Source: an optimization exercise on an open RTL-to-GDS flow (aim: small area, a short achievable clock period and few clock cycles per item). Production flows keep margins and buffers that such runs may drop.
Function was checked by simulation only, so behaviour that the tests miss may differ from the original.
Power and IR drop assume default switching activity.

==> run A: inputs <==
==> flow/design.v (excerpt) <==
module cnn_top (
	input  wire                          clk,
	input  wire                          reset_b,
	input  wire                          run,
	output logic                         busy,
	output logic [cnn_pkg::addr_w-1:0]   input_sram_read_address,
	input  wire  [cnn_pkg::data_w-1:0]   input_sram_read_data,
	output logic [cnn_pkg::addr_w-1:0]   weights_sram_read_address,
	input  wire  [cnn_pkg::data_w-1:0]   weights_sram_read_data,
	output logic                         output_sram_write_enable,
	output logic [cnn_pkg::addr_w-1:0]   output_sram_write_address,
	output logic [cnn_pkg::data_w-1:0]   output_sram_write_data
);
==> module conv_engine, before the edit <==
module conv_engine (
	input  wire                               clk,
	input  wire                               reset_b,
	input  wire                               run,
	input  wire                               busy,
	input  wire                               run_end,
	input  wire  [cnn_pkg::data_w-1:0]        input_sram_read_data,
	input  wire                               pix_shift,
	input  wire                               pix_first,
	input  wire                               pix_mlast,
	input  wire  [cnn_pkg::data_w-1:0]        weights_sram_read_data,
	output logic [cnn_pkg::addr_w-1:0]        weights_sram_read_address,
	output logic                              conv_valid,
	output logic                              conv_first,
	output logic                              conv_last,
	output logic                              conv_mlast,
	output logic [cnn_pkg::acc_w-1:0]         conv_row_a,
	output logic [cnn_pkg::acc_w-1:0]         conv_row_b
);
	logic [2:0]  wcnt;
	logic [71:0] k;
	logic [35:0] ps;
	assign weights_sram_read_address = {{(cnn_pkg::addr_w-3){1'b0}}, wcnt};
	always_ff @(posedge clk) begin
		if (!reset_b || run_end) begin
			wcnt <= 3'd0;
		end else if (!busy) begin
			wcnt <= run ? 3'd1 : 3'd0;
		end else if (wcnt != 3'd6) begin
			wcnt <= wcnt + 3'd1;
		end
	end
	always_ff @(posedge clk) begin
		if (busy) begin
			case (wcnt)
				3'd1: k[15:0]  <= weights_sram_read_data;
				3'd2: k[31:16] <= weights_sram_read_data;
				3'd3: k[47:32] <= weights_sram_read_data;
				3'd4: k[63:48] <= weights_sram_read_data;
				3'd5: k[71:64] <= weights_sram_read_data[7:0];
				default: ;
			endcase
		end
	end
	always_ff @(posedge clk) begin
		for (int g = 0; g < 4; g++) begin
			ps[9*g +: 9] <= 9'($signed(k[16*g +: 8])) + 9'($signed(k[16*g+8 +: 8]));
		end
	end
	logic [cnn_pkg::data_w-1:0] stage [3];
	logic [cnn_pkg::data_w-1:0] pa [4];
	logic [cnn_pkg::data_w-1:0] pb [4];
	logic                       shift;
	logic                       win_mlast;
	logic                       active;
	logic [1:0]                 phase;
	assign shift = pix_shift;
	always_ff @(posedge clk) begin
		stage[0] <= stage[1];
		stage[1] <= stage[2];
		stage[2] <= input_sram_read_data;
	end
	always_ff @(posedge clk) begin
		if (shift) begin
			for (int i = 0; i < 4; i++) begin
				pa[i] <= pb[i];
			end
			pb[0] <= stage[0];
			pb[1] <= stage[1];
			pb[2] <= stage[2];
			pb[3] <= input_sram_read_data;
			win_mlast <= pix_mlast;
		end
	end
	always_ff @(posedge clk) begin
		if (!reset_b) begin
			active <= 1'b0;
			phase  <= '0;
		end else if (shift) begin
			active <= !pix_first;
			phase  <= '0;
		end else begin
			phase <= phase + 2'd1;
			if (phase == 2'd3) begin
				active <= 1'b0;
			end
		end
	end
	logic [127:0] wpix;
	always_comb begin
		for (int r = 0; r < 4; r++) begin
			wpix[32*r +: 32] = {pb[r], pa[r]};
		end
	end
	logic [3:0]  sel;
	logic [71:0] xm;
	logic [31:0] sa;
	logic [31:0] sb;
	logic [31:0] ss;
	logic [7:0]  x8;
	always_ff @(posedge clk) begin
		if (!reset_b) begin
			sel <= '0;
		end else if (shift) begin
			sel <= 4'b0001;
		end else begin
			sel <= {sel[2:0], 1'b0};
		end
	end
	always_comb begin
		for (int i = 0; i < 3; i++) begin
			for (int j = 0; j < 3; j++) begin
				xm[8*(3*i+j) +: 8] = ({8{sel[0]}} & wpix[32*i+8*j +: 8])
					| ({8{sel[1]}} & wpix[32*(i+1)+8*j +: 8])
					| ({8{sel[2]}} & wpix[32*i+8*(j+1) +: 8])
					| ({8{sel[3]}} & wpix[32*(i+1)+8*(j+1) +: 8]);
			end
		end
	end
	always_ff @(posedge clk) begin
		for (int g = 0; g < 4; g++) begin
			sa[8*g +: 8] <= xm[16*g +: 8] & ~xm[16*g+8 +: 8];
			sb[8*g +: 8] <= ~xm[16*g +: 8] & xm[16*g+8 +: 8];
			ss[8*g +: 8] <= xm[16*g +: 8] & xm[16*g+8 +: 8];
		end
		x8 <= xm[71:64];
	end
	conv_mac mac_i (
		.clk   (clk),
		.sa    (sa),
		.sb    (sb),
		.ss    (ss),
		.x     ({x8, 64'd0}),
		.k     (k),
		.ps    (ps),
		.row_a (conv_row_a),
		.row_b (conv_row_b)
	);
	logic [2:0] v_d;
	logic [2:0] first_d;
	logic [2:0] last_d;
	logic [2:0] mlast_d;
	always_ff @(posedge clk) begin
		if (!reset_b) begin
			v_d <= '0;
		end else begin
			v_d <= {v_d[1:0], active};
		end
		first_d <= {first_d[1:0], phase == 2'd0};
		last_d  <= {last_d[1:0], phase == 2'd3};
		mlast_d <= {mlast_d[1:0], win_mlast};
	end
	assign conv_valid = v_d[2];
	assign conv_first = first_d[2];
	assign conv_last  = last_d[2];
	assign conv_mlast = mlast_d[2];
endmodule
==> flow/config.mk <==
export PLATFORM = sky130hd
export DESIGN_NAME = cnn_top
export DESIGN_NICKNAME = cnn_top
export VERILOG_FILES = /design/flow/design.v
export SDC_FILE = /design/flow/constraint.sdc
export NUM_CORES = 4
export LEC_CHECK = 0
export CAP_MARGIN = 20
export CORE_MARGIN = 2
export CORE_UTILIZATION = 30
export CTS_CLUSTER_DIAMETER = 60
export CTS_CLUSTER_SIZE = 25
export PLACE_DENSITY = 0.45
export SLEW_MARGIN = 20
==> flow/constraint.sdc <==
create_clock -name core_clock -period 10.0 [get_ports {clk}]
set_input_delay 2.0000 -clock core_clock [delete_from_list [all_inputs] [get_ports {clk}]]
set_output_delay 2.0000 -clock core_clock [all_outputs]
set_load 0.01 [all_outputs]
standard.sh (not shown) runs the stock make flow with config.mk's settings and CLKGATE_MAP_FILE= SYNTH_SCRIPT=/design/flow/synth_recipe.tcl, a recipe that flattens the netlist after the stock synthesis.
==> flow/flow/run.sh <==
#!/bin/bash
# Layout flow: the standard flow (standard.sh) with three changes:
#  - after synthesis, fa_polarity.py flips full adders to drop the
#    inverters Yosys leaves between them (same function, same registers);
#  - port buffers use a stronger cell;
#  - setup repair aims below the clock period.
# Each tool's output goes to its own log in this folder.
set -e
R=$PWD/orfs/results/sky130hd/cnn_top/base
export BUFFER_PORTS_ARGS="-buffer_cell sky130_fd_sc_hd__buf_2"
export SETUP_SLACK_MARGIN=7.0
bash standard.sh $R/1_2_yosys.v > synth.log 2>&1
python3 flow/fa_polarity.py $R/1_2_yosys.v $R/1_2_yosys_pol.v > fa_polarity.log 2>&1
mv $R/1_2_yosys_pol.v $R/1_2_yosys.v
bash standard.sh > standard.log 2>&1
Other scripts of this flow, unchanged in this note and not shown: flow/flow/fa_polarity.py
==> run H (differences from run A) <==
--- a/flow/design.v
+++ b/flow/design.v
@@ -229,7 +229,5 @@
 		end
 	end
-	logic [cnn_pkg::data_w-1:0] stage [3];
-	logic [cnn_pkg::data_w-1:0] pa [4];
-	logic [cnn_pkg::data_w-1:0] pb [4];
+	logic [cnn_pkg::data_w-1:0] dline [11];
 	logic                       shift;
 	logic                       win_mlast;
@@ -238,17 +236,9 @@
 	assign shift = pix_shift;
 	always_ff @(posedge clk) begin
-		stage[0] <= stage[1];
-		stage[1] <= stage[2];
-		stage[2] <= input_sram_read_data;
-	end
-	always_ff @(posedge clk) begin
+		dline[0] <= input_sram_read_data;
+		for (int i = 1; i < 11; i++) begin
+			dline[i] <= dline[i-1];
+		end
 		if (shift) begin
-			for (int i = 0; i < 4; i++) begin
-				pa[i] <= pb[i];
-			end
-			pb[0] <= stage[0];
-			pb[1] <= stage[1];
-			pb[2] <= stage[2];
-			pb[3] <= input_sram_read_data;
 			win_mlast <= pix_mlast;
 		end
@@ -268,10 +258,11 @@
 		end
 	end
-	logic [127:0] wpix;
-	always_comb begin
-		for (int r = 0; r < 4; r++) begin
-			wpix[32*r +: 32] = {pb[r], pa[r]};
+	function automatic int wpos(input int r, input int c, input int p);
+		if (c < 2) begin
+			wpos = 7 - r + p;
+		end else begin
+			wpos = 3 - r + p;
 		end
-	end
+	endfunction
 	logic [3:0]  sel;
 	logic [71:0] xm;
@@ -292,8 +283,9 @@
 		for (int i = 0; i < 3; i++) begin
 			for (int j = 0; j < 3; j++) begin
-				xm[8*(3*i+j) +: 8] = ({8{sel[0]}} & wpix[32*i+8*j +: 8])
-					| ({8{sel[1]}} & wpix[32*(i+1)+8*j +: 8])
-					| ({8{sel[2]}} & wpix[32*i+8*(j+1) +: 8])
-					| ({8{sel[3]}} & wpix[32*(i+1)+8*(j+1) +: 8]);
+				xm[8*(3*i+j) +: 8] =
+					  ({8{sel[0]}} & dline[wpos(i,   j,   0)][8*(j%2) +: 8])
+					| ({8{sel[1]}} & dline[wpos(i+1, j,   1)][8*(j%2) +: 8])
+					| ({8{sel[2]}} & dline[wpos(i,   j+1, 2)][8*((j+1)%2) +: 8])
+					| ({8{sel[3]}} & dline[wpos(i+1, j+1, 3)][8*((j+1)%2) +: 8]);
 			end
 		end
==> flow/flow/run.sh (replaced) <==
#!/bin/bash
# Layout flow: the standard flow (standard.sh) with these changes:
#  - after synthesis, fa_polarity.py flips full adders to drop the
#    inverters Yosys leaves between them (same function, same registers);
#  - port buffers use a stronger cell;
#  - setup repair aims below the clock period;
#  - the clock tree uses clkbuf_8 below a clkbuf_16 root.
# Each tool's output goes to its own log in this folder.
set -e
R=$PWD/orfs/results/sky130hd/cnn_top/base
export BUFFER_PORTS_ARGS="-buffer_cell sky130_fd_sc_hd__buf_2"
export SETUP_SLACK_MARGIN=7.0
export CTS_ARGS="-sink_clustering_enable -repair_clock_nets -sink_clustering_size 20 -sink_clustering_max_diameter 50 -buf_list sky130_fd_sc_hd__clkbuf_8 -root_buf sky130_fd_sc_hd__clkbuf_16"
bash standard.sh $R/1_2_yosys.v > synth.log 2>&1
python3 flow/fa_polarity.py $R/1_2_yosys.v $R/1_2_yosys_pol.v > fa_polarity.log 2>&1
mv $R/1_2_yosys_pol.v $R/1_2_yosys.v
bash standard.sh > standard.log 2>&1
Settings changed: CTS_CLUSTER_DIAMETER 60 to unset, CTS_CLUSTER_SIZE 25 to unset.
==> comparison table <==
                                                                                                run H           run A
Logic pwr share                                                                                  3.2%            2.7%
Clock skew                                                                                  0.0535 ns       0.0618 ns
Register-to-Register Setup Slack                                                              7.01 ns         7.03 ns
Switching portion of total power                                                                26.1%           24.1%
Die H                                                                                          331 um          337 um
Initial Util                                                                                    30.3%           30.2%
Status                                                                                 finished clean  finished clean
Clock-cell share                                                                                5.68%           5.03%
Met2 demand-to-capacity share in global routing                                                 38.9%           32.6%
Clock tree sinks                                                                                  632             664
Share of final-layout standard cells stronger than drive strength 1                             14.9%           13.1%
Vias in the first global route                                                                 25,300          23,100
Minimum hold slack                                                                           0.306 ns        0.332 ns
Setup slack after layout                                                                      6.84 ns         6.86 ns
Clock-pin slew reported for the worst setup and hold paths after clock tree synthesis         0.09 ns         0.08 ns
Post-Synthesis Mean Instance Area                                                            11.2 um2        12.4 um2
Number of core rows                                                                               119             122
Net load switching power                                                                      1.37 mW         1.26 mW
Minimum clock period after layout                                                             3.16 ns         3.14 ns
Testbench counts of run A, summed over its fixed seeds: cycles 83,542, windows 19,159.
Testbench counts of run H, summed over its fixed seeds: cycles 83,542, windows 19,159.

==> static timing again, ports no longer ideal <==
In the flow no input, the clock included, has a driving cell. The finished layouts below were timed again as built, in two steps. Step 1 sets driving cells, clkbuf_16 on the clock port and buf_2 on the other inputs (assumed; they add their load-dependent delay and slew). Step 2 adds t to the input delays and takes it off the output delays; t is the mean of the earliest and latest rising clock arrival at the registers after step 1. Input paths then give back, and output paths get back, about the clock's delay inside the block. a / b / c = ideal ports / drivers / drivers and shift; a / b = the first two.
| run | shift t [ns] | setup slack, ns | hold WS [ns] |
|---|---|---|---|
| run A | 0.701 | 6.859 / 6.793 / 6.431 | 0.332 / 0.332 / 0.332 |
| run H | 0.707 | 6.842 / 6.772 / 6.438 | 0.306 / 0.306 / 0.306 |
After both steps setup and hold are still met in every run listed. For run A, which loses most, drivers alone change the setup slack by -0.066 ns; drivers and shift together by -0.428 ns.
